Background: an optimization exercise with open tools, aiming at small area and a short achievable clock period. Do not read the settings as production practice. The RTL was checked by simulation tests, not by an equivalence proof against the original design. Power is estimated from default activity; no workload was simulated.

File: flow/config.mk
export PLATFORM = sky130hd
export DESIGN_NAME = dgt_raddr_scheduler
export DESIGN_NICKNAME = dgt_raddr_scheduler
export VERILOG_FILES = /design/flow/design.v
export SDC_FILE = /design/flow/constraint.sdc
export NUM_CORES = 4
export LEC_CHECK = 0
export ABC_CLOCK_PERIOD_IN_PS = 5000
export CAP_MARGIN = 20
export CORE_MARGIN = 2
export CORE_UTILIZATION = 40
export SETUP_SLACK_MARGIN = 4.5
export SLEW_MARGIN = 20
File: flow/constraint.sdc
create_clock -name core_clock -period 10.0 [get_ports {clk_i}]
set_input_delay 2.0000 -clock core_clock [delete_from_list [all_inputs] [get_ports {clk_i}]]
set_output_delay 2.0000 -clock core_clock [all_outputs]
set_load 0.01 [all_outputs]
File: flow/design.v
module dgt_raddr_scheduler #(
    parameter int unsigned NUM_REQ     = 256,
    parameter int unsigned PARALLELISM = 4,
    parameter int unsigned NUM_CH      = 2
) (
    input  logic                    clk_i,
    input  logic                    rst_ni,
    input  logic                    en_i,
    input  logic                    flush_i,
    input  logic [NUM_CH-1:0]       req_valid_i,
    output logic [NUM_CH-1:0]       req_ready_o,
    input  logic [NUM_CH*NUM_REQ-1:0] req_i,
    input  logic [NUM_CH-1:0]       msb_first_i,
    input  logic [NUM_CH-1:0]       dense_mode_i,
    input  logic [$clog2(NUM_REQ/PARALLELISM)-1:0]     addr_lower_bound_i,
    input  logic [$clog2(NUM_REQ/PARALLELISM)-1:0]     addr_upper_bound_i,
    output logic                    idx_valid_o,
    input  logic                    idx_ready_i,
    output logic [$clog2(NUM_REQ/PARALLELISM)-1:0]     idx_o,
    output logic [((NUM_CH>1)?$clog2(NUM_CH):1)-1:0]     ch_o,
    output logic [PARALLELISM-1:0]  lane_mask_o,
    output logic [NUM_REQ/PARALLELISM-1:0]    grant_block_one_hot_o,
    output logic                    last_o,
    output logic                    empty_o
);
    localparam int unsigned NUM_BLK    = NUM_REQ / PARALLELISM;
    localparam int unsigned ADDR_WIDTH = $clog2(NUM_BLK);
    localparam int unsigned CH_WIDTH   = (NUM_CH > 1) ? $clog2(NUM_CH) : 1;
    logic [NUM_CH-1:0][NUM_REQ-1:0]    lane_q;
    logic [NUM_CH-1:0][ADDR_WIDTH-1:0] lo_q, hi_q;
    logic [NUM_CH-1:0]                 order_q, dense_q;
    logic [NUM_CH-1:0]                 armed_q;
    logic [CH_WIDTH-1:0]               rr_q;
    logic [NUM_CH-1:0][NUM_BLK-1:0]    pv;
    logic [NUM_CH-1:0]                 c_any, c_multi;
    logic [NUM_CH-1:0][ADDR_WIDTH-1:0] c_idx;
    logic [NUM_CH-1:0][NUM_BLK-1:0]    c_oh;
    logic [NUM_CH-1:0][PARALLELISM-1:0] c_lanes;
    logic [ADDR_WIDTH:0][NUM_BLK-1:0]                 t_any, t_multi;
    logic [ADDR_WIDTH:0][NUM_BLK-1:0][ADDR_WIDTH-1:0] t_idx;
    logic al, ar, take_r;
    always_comb begin : per_channel
        for (int unsigned c = 0; c < NUM_CH; c++) begin
            for (int unsigned b = 0; b < NUM_BLK; b++)
                pv[c][b] = (dense_q[c] | (|lane_q[c][b*PARALLELISM +: PARALLELISM]))
                         && (ADDR_WIDTH'(b) >= lo_q[c]) && (ADDR_WIDTH'(b) <= hi_q[c]);
            t_any   = '0;
            t_multi = '0;
            t_idx   = '0;
            t_any[0] = pv[c];
            for (int unsigned l = 1; l <= ADDR_WIDTH; l++) begin
                for (int unsigned j = 0; j < (NUM_BLK >> l); j++) begin
                    al = t_any[l-1][2*j];
                    ar = t_any[l-1][2*j+1];
                    take_r = order_q[c] ? ar : ~al;
                    t_any[l][j]   = al | ar;
                    t_multi[l][j] = t_multi[l-1][2*j] | t_multi[l-1][2*j+1] | (al & ar);
                    t_idx[l][j]   = take_r ? t_idx[l-1][2*j+1] : t_idx[l-1][2*j];
                    t_idx[l][j][l-1] = take_r;
                end
            end
            c_any[c]   = t_any[ADDR_WIDTH][0];
            c_multi[c] = t_multi[ADDR_WIDTH][0];
            c_idx[c]   = t_idx[ADDR_WIDTH][0];
            c_oh[c]    = NUM_BLK'(1) << c_idx[c];
            c_lanes[c] = '0;
            for (int unsigned b = 0; b < NUM_BLK; b++)
                c_lanes[c] = c_lanes[c]
                           | ({PARALLELISM{c_oh[c][b]}} & lane_q[c][b*PARALLELISM +: PARALLELISM]);
        end
    end
    logic [NUM_CH-1:0] loaded;
    assign loaded = armed_q & c_any;
    logic                  sel_any;
    logic [CH_WIDTH-1:0]   sel_ch;
    always_comb begin : pick
        logic [CH_WIDTH-1:0] cand;
        sel_any = 1'b0;
        sel_ch  = '0;
        for (int unsigned i = 0; i < NUM_CH; i++) begin
            cand = CH_WIDTH'((32'(rr_q) + i) % NUM_CH);
            if (!sel_any && loaded[cand]) begin
                sel_any = 1'b1;
                sel_ch  = cand;
            end
        end
    end
    logic [ADDR_WIDTH-1:0] sel_idx;
    logic                  sel_last;
    logic                  hs;
    assign sel_idx  = c_idx[sel_ch];
    assign sel_last = sel_any & ~c_multi[sel_ch];
    assign hs       = en_i & sel_any & idx_ready_i;
    always_ff @(posedge clk_i or negedge rst_ni) begin : ctrl_reg
        if (!rst_ni) begin
            armed_q <= '0;
            rr_q    <= '0;
        end else if (flush_i) begin
            armed_q <= '0;
            rr_q    <= '0;
        end else begin
            for (int unsigned c = 0; c < NUM_CH; c++) begin
                if (!loaded[c])
                    armed_q[c] <= en_i & req_valid_i[c];
                else if (hs && sel_ch == CH_WIDTH'(c) && sel_last)
                    armed_q[c] <= 1'b0;
            end
            if (en_i && sel_any)
                rr_q <= idx_ready_i ? CH_WIDTH'((32'(sel_ch) + 32'd1) % NUM_CH) : sel_ch;
        end
    end
    always_ff @(posedge clk_i) begin : data_reg
        for (int unsigned c = 0; c < NUM_CH; c++) begin
            if (!loaded[c]) begin
                lane_q[c]  <= req_i[c*NUM_REQ +: NUM_REQ];
                lo_q[c]    <= addr_lower_bound_i;
                hi_q[c]    <= addr_upper_bound_i;
                order_q[c] <= msb_first_i[c];
                dense_q[c] <= dense_mode_i[c];
            end else if (hs && sel_ch == CH_WIDTH'(c)) begin
                if (order_q[c]) hi_q[c] <= sel_idx - ADDR_WIDTH'(1);
                else            lo_q[c] <= sel_idx + ADDR_WIDTH'(1);
            end
        end
    end
    assign req_ready_o           = ~loaded;
    assign empty_o               = ~|loaded;
    assign idx_valid_o           = en_i & sel_any;
    assign idx_o                 = sel_any ? sel_idx : '0;
    assign ch_o                  = sel_any ? sel_ch : '0;
    assign lane_mask_o           = sel_any ? c_lanes[sel_ch] : '0;
    assign last_o                = sel_last;
    assign grant_block_one_hot_o = sel_any ? (NUM_BLK'(1) << sel_idx) : '0;
endmodule
File: flow/run.sh
#!/bin/bash
# synth_recipe.tcl (not shown) runs the flow's synth.tcl, then flattens the netlist and writes it again
# the make line also repeats each setting of config.mk as NAME=value (left out here)
make -C /OpenROAD-flow-scripts/flow DESIGN_CONFIG=/design/flow/config.mk WORK_HOME=/design/flow/orfs CLKGATE_MAP_FILE= SYNTH_SCRIPT=/design/flow/synth_recipe.tcl finish
==> results.txt, run 1 <==
die width=281 um; Reg power frac=0.281; Initial Utilization=0.404; Comb pwr share=0.519; crit-path max FO=8; Min-Delay Path Class=reg2reg; Yosys cell types=around 100; die area=79000 sq um; Startpoint Class=register; Post-Synth Adder-Cell Area=0.00383; switching power=~4.5 mW; headroom to the max-slew limit=0.250; sequential-to-total area share from yosys stat=0.531; Synth area leader=edfxtp_1; proportion of synthesized area in mux cells=0.0148; CP arrival=6160 ps; IO Port Bufs=614; number of global-route vias before repair=32.9k; FF+latch count, synth=543; crit end category=output port; leakage=16.9 nW; average cell area after synthesis=10.6 sq um; Max VDD drop=~0.17 mV; Routed WL per cell=approximately 38 um; RSZ-0062 raised after global routing=yes; CP cell instances=nor4_1 > a211o_1 > o21a_1 > and4_4 > nand3_4 > buf_4 > o41ai_1 > o21a_2 > buf_4 > a22oi_1 > and3_1 > a31oi_1 > a2111o_1 > o31a_1 > o31a_1 > buf_2; htree depth=2; final hold violations=0; Die Ht=between 200 and 300 um; total negative setup slack=0 ps; Worst path slowest cell=nor4_1; net count after synthesis=approximately 3.4k; Synthesis Warnings=1; initial DRC count=around 7.3k; GR Overflow Total=0; total internal power=6.06 mW; Nets=4468; Clock power frac=0.199; pin count of the biggest net entering global routing=85; most common library cells after synthesis=edfxtp_1 (540), nor2_1 (271), nand2_1 (228), a21oi_1 (136), o21ai_0 (132); first-pass GRT wire length=249 mm; drt pass-1 iters=20; EDFF count, synth=540; core area=roughly 76000 sq um; Remaining DRCs=0; required time worst endpoint=about 8000 ps; outcome=complete, no violations; Async S/R FF share, synth=0.00552; Pwr Density=221 nW/um^2; gr usage total=0.451; count of max-cap constraint violations=0; clk buf depth=3; worst slew pin tran=1100 ps; Vias/cell=between 7 and 8; Slew Limit Fails=0; Synth Area in Compound Gates=0.237; post-synthesis xor/xnor area fraction=0.00228; dpl cells=4495; Hold Buf Count CTS=0; period utilisation layout=0.816; CP startpoint=lane_q[397]; Synth Cell Area=30700 sq um; r2r startpoint=lane_q[500]; ys flop type=edfxtp_1; Fmax=0.123 GHz; skew final=between 20 and 30 ps; Synth-to-Final Area Change=54.8%; Vias=35.8k; clock root cell=clkbuf_16; WS Path Type=reg2out; layout cell share with drive strength beyond 1=0.322; TritonCTS Sinks=543; critical path's largest stage delay=between 800 and 900 ps; cell count after synthesis=2885; Rows=101; Tmin final=8160 ps; clock latency (worst-skew pair)=650 ps; count leader, synth=edfxtp_1; largest family of logic cells by synthesized area=compound AO/OA/AOI/OAI gates; Min-Delay Startpoint=rr_q; post-DP HPWL=140 mm; CTS clk-pin slew, worst paths=60 ps; Critical path buffers and inverters=3; final setup fails=0; Yosys top cell area share=0.528; Post-Synth Simple-Gate Area=0.181; CTS tree=built; switch share=0.424; Final Instance Count excl. Fillers=5004; initial antenna violation count=19; CP top delay family=compound AO/OA/AOI/OAI gates; Synth area leaders=edfxtp_1 (53%), nor2_1 (3.3%), nand2_1 (2.8%); DRT antenna net count=0; # IOs=just over 600; CTS buffer count=56; Total Wirelength=189 mm; GP Congestion=1.15
[worst reg2reg max path: stages, from the launching register on]
cell and delay [ps]:
edfxtp_1 490, or4_1 690, nor2_1 350, nor3_2 210
a211oi_4 370, nand3_4 120, buf_12 160, buf_4 160
or2_4 230, o31a_4 320, o21ai_4 190, buf_6 160
buf_6 80, buf_6 80, buf_6 80, buf_6 80
buf_8 130, a31oi_4 180, buf_4 210, nor2_4 160
nand4_1 140, xnor2_1 190, o21ai_0 480
[per-layer routing]
layer  track usage  up-vias  part of all wire
li1              -    13900                 -
met1         0.577    17200              0.35
met2         0.660     3715              0.41
met3         0.180      960              0.16
met4         0.221       22             0.070
met5             0        -            0.0012
[metrics by stage]
stage           util  cell area [sq um]  hold slack, ps  power [mW]  setup slack [ps]
2_1_floorplan      -              31400             554        4.95              3590
3_3_place_gp   0.515              39100             605        6.67               963
3_5_place_dp   0.515              39100             634        6.66               833
4_1_cts        0.596              45300             649        9.64              2010
5_1_grt        0.625              47500             728        10.6              1910
6_report       0.626              47500             680        10.5              1840
[power groups by stage]
stage / Combinational (mW) / Clock (mW) / Sequential, mW
detailed placement: 3.62 / 0 / 3.05
CTS: 4.61 / 2.11 / 2.93
finish: 5.46 / 2.10 / 2.96
global placement: 3.63 / 0 / 3.05
global route: 5.50 / 2.18 / 2.95
floorplan: 2.12 / 0 / 2.84
[path summary, 6_finish.rpt]
path                       slack [ps]              to  depth (start not counted)
min reg2reg                       680            rr_q                          2
max reg2reg                      4430        lo_q[11]                         22
max in group asynchronous        8260      armed_q[0]                          1
max                              1840  lane_mask_o[0]                         16
min in group asynchronous        1570      armed_q[1]                          1
min                               680            rr_q                          2
[cell usage in the layout, fill, tap and decap left out, drive strengths merged, types with 49 or more instances in the layout]
cell type        n
edfxtp         540
o21ai          144
clkbuf          73
nand3          100
a211oi          63
nor2           272
nor3            76
a21oi          137
nand2          229
or4            103
buf            600
o22ai           54
nor4            88
nand4           54
a22oi           49
clkdlybuf4s50  535
[registers in the layout, summed over array words and instances (netlist names)]
register  cells
dense_q       2
order_q       2
rr_q          1
hi_q         12
lane_q      512
lo_q         12
armed_q       2
[cells by family after synthesis]
family,Yosys count
buffers and inverters,216
adder cells (fa/ha/maj),10
AO/OA/AOI/OAI,987
XOR/XNOR,8
flip-flops,543
AND/OR/NAND/NOR,1077
multiplexers,44
[repair_timing]
item                                    4_1_cts  5_1_grt
resized for setup                           500      462
hold endpoints to repair                      0        0
pin swaps                                   100      100
cloned                                        8        5
setup buffers                               264      126
endpoints found under the setup margin      280      160
[area by class of cell]
class | count | area (sq um)
diodes | 7 | 17.5
clock buffers | 60 | 1420
clock inverters | 39 | 393
fillers | 5812 | 28400
inverters | 37 | 233
multi-input cells | 2127 | 17000
flip-flops and latches | 543 | 16300
well taps | 1030 | 1290
repair buffers | 1158 | 10900
repair inverters | 3 | 27.5
==> run 2: changes to the inputs <==
--- a/flow/config.mk
+++ b/flow/config.mk
@@ -5,9 +5,8 @@
 export SDC_FILE = /design/flow/constraint.sdc
 export NUM_CORES = 4
 export LEC_CHECK = 0
-export ABC_CLOCK_PERIOD_IN_PS = 5000
 export CAP_MARGIN = 20
 export CORE_MARGIN = 2
 export CORE_UTILIZATION = 40
-export SETUP_SLACK_MARGIN = 4.5
+export SETUP_SLACK_MARGIN = 0.3
 export SLEW_MARGIN = 20
==> run 2 against run 1 <==
Non-clock buffer count shrank 372. Clock-buffer cell count shrank 1. Clock skew grew 1.1 ps. Fmax shrank 16%. Die area is the same. Routed wire length shrank 8.3%. Critical path type unchanged. Largest cell class is now sequential cells. Power shrank 15%. Critical path depth grew 2. Highest routed layer unchanged. Sequential share of layout area grew 5.6 points.
==> results.txt, run 2 <==
outcome=complete, no violations (unchanged); post-DP HPWL=139 mm (was 140 mm); pre-CTS setup slack=876 ps (was 833 ps); worst setup margin=300 ps (was 1840 ps); drt pass-1 iters=8 (was 20); Synthesis Warnings=1 (unchanged); most frequent cells in the layout=clkdlybuf4s50_1 (614), edfxtp_1 (540), nor2_1 (267), nand2_1 (228), buf_4 (163) (was edfxtp_1 (540), clkdlybuf4s50_1 (535), buf_4 (438), nand2_1 (206), nor2_1 (192)); Remaining DRCs=0 (unchanged); Largest Register=lane_q (unchanged); max FFs per register=512 (unchanged); pin count of the biggest net entering global routing=209 (was 85); Nets=4091 (was 4468); Fmax=0.103 GHz (was 0.123 GHz); htree depth=2 (unchanged); Vias/cell=7.07 (was 7.15); net count after synthesis=3427 (unchanged); initial DRC count=6422 (was 7331); Synth-to-Final Area Change=33.0% (was 54.8%); RSZ-0062 raised after global routing=no (was yes); cell count after synthesis=2885 (unchanged); Rows=101 (unchanged); average cell area after synthesis=10.6 sq um (unchanged); DRT antenna net count=0 (unchanged); # IOs=615 (unchanged); clock root cell=clkbuf_16 (unchanged); TritonCTS Sinks=543 (unchanged); headroom to the max-slew limit=0.169 (was 0.250); Slew Limit Fails=0 (unchanged); Min-Delay Path Class=reg2reg (unchanged); crit-path max FO=34 (was 8); clock latency (worst-skew pair)=650 ps (about the same); die width=281 um (unchanged); die area=79000 sq um (unchanged); GP Congestion=1.16 (was 1.15); gr usage total=0.423 (was 0.451); Synth area leaders=edfxtp_1 (53%), nor2_1 (3.3%), nand2_1 (2.8%) (unchanged); most common cell after layout, fill and taps aside=clkdlybuf4s50_1 (was edfxtp_1); Hold Buf Count CTS=0 (unchanged); Tmin final=9700 ps (was 8160 ps); final setup fails=0 (unchanged); crit end category=output port (unchanged); period utilisation layout=0.970 (was 0.816); IO Port Bufs=614 (unchanged); layout cell share with drive strength beyond 1=0.107 (was 0.322); Routed WL per cell=37.3 um (was 37.7 um); leakage=14.0 nW (was 16.9 nW); Pwr Density=220 nW/um^2 (was 221 nW/um^2); Yosys top cell area share=0.528 (unchanged); sequential-to-total area share from yosys stat=0.531 (unchanged); fin util=0.538 (was 0.626); biggest regs=lane_q: 512 flops, hi_q: 12 flops, lo_q: 12 flops (unchanged); initial antenna violation count=15 (was 19); clk buf depth=3 (unchanged); required time worst endpoint=8000 ps (about the same); Die Ht=281 um (unchanged); Synth area leader=edfxtp_1 (unchanged); Async S/R FF share, synth=0.00552 (unchanged); Initial Utilization=0.404 (unchanged); CTS buffer count=55 (was 56); Startpoint Class=register (unchanged); ys flop type=edfxtp_1 (unchanged); Max VDD drop=0.172 mV (was 0.171 mV); first-pass GRT wire length=234 mm (was 249 mm); Total Wirelength=173 mm (was 189 mm); most common library cells after synthesis=edfxtp_1 (540), nor2_1 (271), nand2_1 (228), a21oi_1 (136), o21ai_0 (132) (unchanged); total negative setup slack=0 ps (unchanged); count leader, synth=edfxtp_1 (unchanged); Vias=32.7k (was 35.8k); FF+latch count, synth=543 (unchanged); skew final=27.2 ps (was 26.1 ps); core area=75900 sq um (unchanged); EDFF count, synth=540 (unchanged); WS Path Type=reg2out (unchanged); number of global-route vias before repair=30.4k (was 32.9k); final hold violations=0 (unchanged); CTS tree=built (unchanged); worst slew pin tran=1240 ps (was 1100 ps); CTS clk-pin slew, worst paths=60 ps (about the same); CP arrival=7700 ps (was 6160 ps); GR Overflow Total=0 (unchanged); Synth Cell Area=30700 sq um (unchanged); count of max-cap constraint violations=0 (unchanged); Yosys cell types=103 (unchanged)
-- run 2: cell counts after synthesis --
No cell type changed its count.
-- run 2: cell type report --
cell class	instances	area, sq um
multi-input cells	2126	13700
clock buffers	59	1390
diodes	8	20.0
repair buffers	786	7520
flip-flops and latches	543	16300
clock inverters	45	509
fillers	6486	35100
inverters	37	146
well taps	1030	1290
-- run 2: final timing paths --
path / from / endpoint / cells after the start / slack, ps
max reg2reg: dense_q[1] / hi_q[8] / 16 / 3300
min reg2reg: rr_q / rr_q / 2 / 610
max in group asynchronous: rst_ni / armed_q[0] / 1 / 8290
min in group asynchronous: rst_ni / armed_q[1] / 1 / 1560
min: rr_q / rr_q / 2 / 610
max: lo_q[5] / lane_mask_o[3] / 18 / 300
-- run 2: power breakdown --
part / internal, mW / switching (mW) / total, mW
Clock: 1.23 / 0.953 / 2.18
Combinational: 1.26 / 2.53 / 3.80
Sequential: 2.73 / 0.262 / 2.99
Total: 5.23 / 3.75 / 8.97
-- run 2: cell families (layout without fill, tap and decap cells) --
family	after synthesis	count (layout)	synth area share
compound gates	987	987	0.237
xor+xnor	8	8	0.00228
fa+ha+maj	10	10	0.00383
buf+inv	216	927	0.0310
flops	543	543	0.531
mux	44	44	0.0148
other cells	0	8	0
simple gates	1077	1077	0.181
-- run 2: per-layer routing --
metal  part of all wire  track usage  vias to the layer above
li1                   -            -                    13200
met1               0.37        0.549                    15700
met2               0.41        0.605                     3147
met3               0.16        0.176                      673
met4              0.064        0.213                       12
met5            0.00051            0                        -
-- run 2: critical path: stages, from the launching register on --
cell and delay (ps):
edfxtp_1 710, buf_4 320, nor2_1 440, o21ai_0 310, nor3_1 810, nor4_1 200
and4_1 350, o211ai_1 150, o2bb2a_1 270, a31oi_1 760, a21o_2 320, buf_12 230
mux2i_1 380, o2111ai_1 270, a2111o_1 410, nor4_1 260, a21oi_1 170, buf_4 180
clkdlybuf4s50_1 470
-- run 2: metrics by stage --
step,std cells,cell area [sq um],total power [mW],hold WS (ps)
floorplan,2885,30700,4.83,537
detailed placement,4514,38700,6.57,598
global route,4626,40800,9.14,633
CTS,4621,40700,8.74,611
finish,4634,40800,8.97,606
global placement,4514,38700,6.59,579
-- run 2: repair_timing --
action | 4_1_cts | 5_1_grt
setup buffers | 3 | 4
gates resized for setup | 3 | 13
endpoints found under the hold margin | 0 | 0
endpoints found under the setup margin | 2 | 68
pin swaps | 1 | 1
==> run 3: changes to the inputs <==
==> flow/flow/run.sh (new file) <==
#!/bin/bash
# Standard ORFS layout, with the port buffers made as the smallest plain buffer
# (sky130_fd_sc_hd__buf_1) instead of the default delay-buffer cell.
set -euo pipefail
bash standard.sh "BUFFER_PORTS_ARGS=-buffer_cell sky130_fd_sc_hd__buf_1" finish > orfs_make.log 2>&1
==> flow/standard.sh (new file) <==
#!/bin/bash
# synth_recipe.tcl (not shown) runs the flow's synth.tcl, then flattens the netlist and writes it again
# the make line also repeats each setting of config.mk as NAME=value (left out here)
make -C /OpenROAD-flow-scripts/flow DESIGN_CONFIG=/design/flow/config.mk WORK_HOME=/design/flow/orfs CLKGATE_MAP_FILE= SYNTH_SCRIPT=/design/flow/synth_recipe.tcl "${@:-finish}"
--- a/flow/config.mk
+++ b/flow/config.mk
@@ -8,5 +8,5 @@
 export CAP_MARGIN = 20
 export CORE_MARGIN = 2
 export CORE_UTILIZATION = 40
-export SETUP_SLACK_MARGIN = 0.3
+export SETUP_SLACK_MARGIN = 4.5
 export SLEW_MARGIN = 20
removed: flow/run.sh
==> run 3 against run 2 <==
Fmax is 21% higher. Clock skew rose by 29 ps. Cell count increased by 5.8%. Utilization increased by 2.7 points. Critical path depth grew 2. Critical path type unchanged.
==> results.txt, run 3 <==
outcome=complete, no violations (unchanged); sequential-to-total area share from yosys stat=0.531 (unchanged); Min-Delay Startpoint=rr_q (unchanged); CP arrival=6000 ps (was 7700 ps); dpl cells=4479 (was 4514); total negative setup slack=0 ps (unchanged); die area=79000 sq um (unchanged); finished layout cell area=42900 sq um (was 40800 sq um); average cell area after synthesis=10.6 sq um (unchanged); Fmax=0.125 GHz (was 0.103 GHz); Post-Synth Simple-Gate Area=0.181 (unchanged); CTS tree=built (unchanged); ys flop type=edfxtp_1 (unchanged); final hold violations=0 (unchanged); post-synthesis xor/xnor area fraction=0.00228 (unchanged); worst slew pin tran=1100 ps (was 1240 ps); post-DP HPWL=140 mm (was 139 mm); layout cell share with drive strength beyond 1=0.288 (was 0.107); WS Path Type=reg2out (unchanged); IO Port Bufs=614 (unchanged); Fillers=6721 (was 6486); cell depth of the worst min-delay path=2 (unchanged); Synth area leaders=edfxtp_1 (53%), nor2_1 (3.3%), nand2_1 (2.8%) (unchanged); Initial Utilization=0.404 (unchanged); most common library cells after synthesis=edfxtp_1 (540), nor2_1 (271), nand2_1 (228), a21oi_1 (136), o21ai_0 (132) (unchanged); Yosys cell types=103 (unchanged); biggest regs=lane_q: 512 flops, hi_q: 12 flops, lo_q: 12 flops (unchanged); Synth area leader=edfxtp_1 (unchanged); DRT antenna net count=0 (unchanged); Synth Cell Area=30700 sq um (unchanged); die width=281 um (unchanged); CTS buffer count=57 (was 55); initial DRC count=5977 (was 6422); Yosys top cell area share=0.528 (unchanged); RSZ-0062 raised after global routing=yes (was no); skew final=56.5 ps (was 27.2 ps); core area=75900 sq um (unchanged); first-pass GRT wire length=245 mm (was 234 mm); Routed WL per cell=37.2 um (was 37.3 um); most frequent cells in the layout=buf_1 (560), edfxtp_1 (540), buf_4 (348), nand2_1 (209), nor2_1 (204) (was clkdlybuf4s50_1 (614), edfxtp_1 (540), nor2_1 (267), nand2_1 (228), buf_4 (163)); r2r setup slk=4540 ps (was 3300 ps); Min-Delay Path Class=reg2reg (unchanged); number of global-route vias before repair=31.4k (was 30.4k); proportion of synthesized area in mux cells=0.0148 (unchanged); GP Congestion=1.06 (was 1.16); gr usage total=0.446 (was 0.423); clk buf depth=3 (unchanged); Final Instance Count excl. Fillers=4902 (was 4634); r2r startpoint=lane_q[489] (was dense_q[1]); cell count after synthesis=2885 (unchanged); Reg2Reg Depth=18 (was 16); Hold Path End=rr_q (unchanged); Remaining DRCs=0 (unchanged); Async S/R FF share, synth=0.00552 (unchanged); Rows=101 (unchanged); net count after synthesis=3427 (unchanged); max FFs per register=512 (unchanged); Synthesis Warnings=1 (unchanged); htree depth=2 (unchanged); Tmin final=8000 ps (was 9700 ps); Max VDD drop=0.159 mV (was 0.172 mV); pin count of the biggest net entering global routing=172 (was 209); # IOs=615 (unchanged); fin util=0.565 (was 0.538); Synth-to-Final Area Change=39.8% (was 33.0%); Power Total=10.1 mW (was 8.97 mW); clock root cell=clkbuf_16 (unchanged); Die Ht=281 um (unchanged); period utilisation layout=0.800 (was 0.970); CTS clk-pin slew, worst paths=60 ps (about the same); count leader, synth=edfxtp_1 (unchanged); drt pass-1 iters=8 (unchanged); pre-CTS setup slack=811 ps (was 876 ps); placed instance area=35200 sq um (was 38700 sq um); EDFF count, synth=540 (unchanged); Slew Limit Fails=0 (unchanged); worst hold slack=623 ps (was 606 ps); r2r endpoint=lane_q[353] (was hi_q[8]); required time worst endpoint=8000 ps (about the same); worst setup margin=2000 ps (was 300 ps); Startpoint Class=register (unchanged); TritonCTS Sinks=543 (unchanged); Largest Register=lane_q (unchanged); Vias/cell=6.95 (was 7.07); Synth Area in Compound Gates=0.237 (unchanged); leakage=14.7 nW (was 14.0 nW); initial antenna violation count=9 (was 15); count of max-cap constraint violations=0 (unchanged); Nets=4360 (was 4091); Vias=34.1k (was 32.7k); crit-path max FO=7 (was 34); Total Wirelength=182 mm (was 173 mm); clock latency (worst-skew pair)=670 ps (was 650 ps); register area=16300 sq um (unchanged); largest family of logic cells by synthesized area=compound AO/OA/AOI/OAI gates (unchanged); GR Overflow Total=0 (unchanged); crit end category=output port (unchanged); Post-Synth Adder-Cell Area=0.00383 (unchanged); Multi-input gate area=16600 sq um (was 13700 sq um); Pwr Density=235 nW/um^2 (was 220 nW/um^2); FF+latch count, synth=543 (unchanged); headroom to the max-slew limit=0.267 (was 0.169); final setup fails=0 (unchanged); most common cell after layout, fill and taps aside=buf_1 (was clkdlybuf4s50_1)
==> run 3: cell counts after synthesis <==
Identical to the previous run, type by type.
==> run 3: layout make-up <==
class	instances	share of cell area
clock inverter	40	0.0107
timing repair buffer	1050	0.152
timing repair inverter	2	0.000379
inverter	37	0.00481
clock buffer	68	0.0342
multi-input combinational	2127	0.387
sequential	543	0.380
antenna	5	0.000292
tap	1030	0.0300
==> run 3: logic make-up (layout without fill, tap and decap cells) <==
family | after synthesis | in the layout
AND/OR/NAND/NOR | 1077 | 1078
AO/OA/AOI/OAI | 987 | 987
flip-flops | 543 | 543
buffers and inverters | 216 | 1197
multiplexers | 44 | 44
adder cells (fa/ha/maj) | 10 | 10
XOR/XNOR | 8 | 8
other | 0 | 5
==> run 3: per-layer routing <==
layer  vias to the layer above  wire (um)  share of wire  track usage
met2                      3126      75300           0.41        0.651
li1                      13700          -              -            -
met4                         4      12200          0.067        0.214
met5                         -         30        0.00016            0
met3                       671      27000           0.15        0.157
met1                     16600      67800           0.37        0.588
==> run 3: where the power goes <==
part / switching (mW) / internal, mW / leakage (nW)
registers: 0.220 / 2.73 / 5.59
clock network: 0.960 / 1.24 / 0.929
logic: 3.11 / 1.82 / 8.22
==> run 3: what timing repair did <==
action,CTS,global route
buffers inserted,228,71
pin swaps,106,97
hold buffers,0,0
endpoints found under the setup margin,371,142
endpoints found under the hold margin,0,0
gates cloned,8,3
resized for setup,501,200
==> run 3: worst max path at each step <==
stage,end,depth (start not counted),start,slack [ps]
6_report,lane_mask_o[1],20,lane_q[299],2000
5_1_grt,lane_mask_o[1],21,dense_q[0],1960
4_1_cts,lane_mask_o[0],19,dense_q[1],2100
3_5_place_dp,lane_mask_o[2],15,hi_q[7],810
3_3_place_gp,lane_mask_o[2],14,lane_q[361],720
2_1_floorplan,lane_mask_o[0],17,dense_q[1],3590
==> run 3: critical path, stage by stage (launching register included) <==
cell	delay (ps)
edfxtp_1	500
or4_1	600
nor2_2	290
a2111oi_2	130
buf_4	190
nor3_4	370
nand2_2	230
or3_4	450
a221oi_4	290
buf_6	180
nor4_4	60
buf_6	130
and2_4	200
buf_12	150
a221oi_1	330
a31oi_1	130
nor3_1	400
a31oi_2	200
o31a_1	230
buf_6	160
buf_6	110

static timing again, ports no longer ideal:
No port has a modelled driver above. Below, the same layouts with a new extraction and two added sets of constraints.
Step 1 assumes that a clkbuf_16 drives the clock port and a buf_2 every other input.
Step 2 adds t to the input delays and takes it off the output delays; t is the mean of the earliest and latest rising clock arrival at the registers after step 1. Input paths then give back, and output paths get back, about the clock's delay inside the block.
Slacks: ideal / step 1 / step 2; pairs: ideal / step 1.
run	shift t [ns]	setup WS [ns]	worst setup path after step 2	latest minus earliest clock arrival (ns)
run 1	0.699	1.837 / 1.771 / 2.470	register to output	0.026 / 0.026
run 2	0.714	0.300 / 0.229 / 0.942	register to output	0.029 / 0.029
run 3	0.705	1.999 / 1.932 / 2.637	register to output	0.059 / 0.059
After both steps every run listed still meets setup and hold.
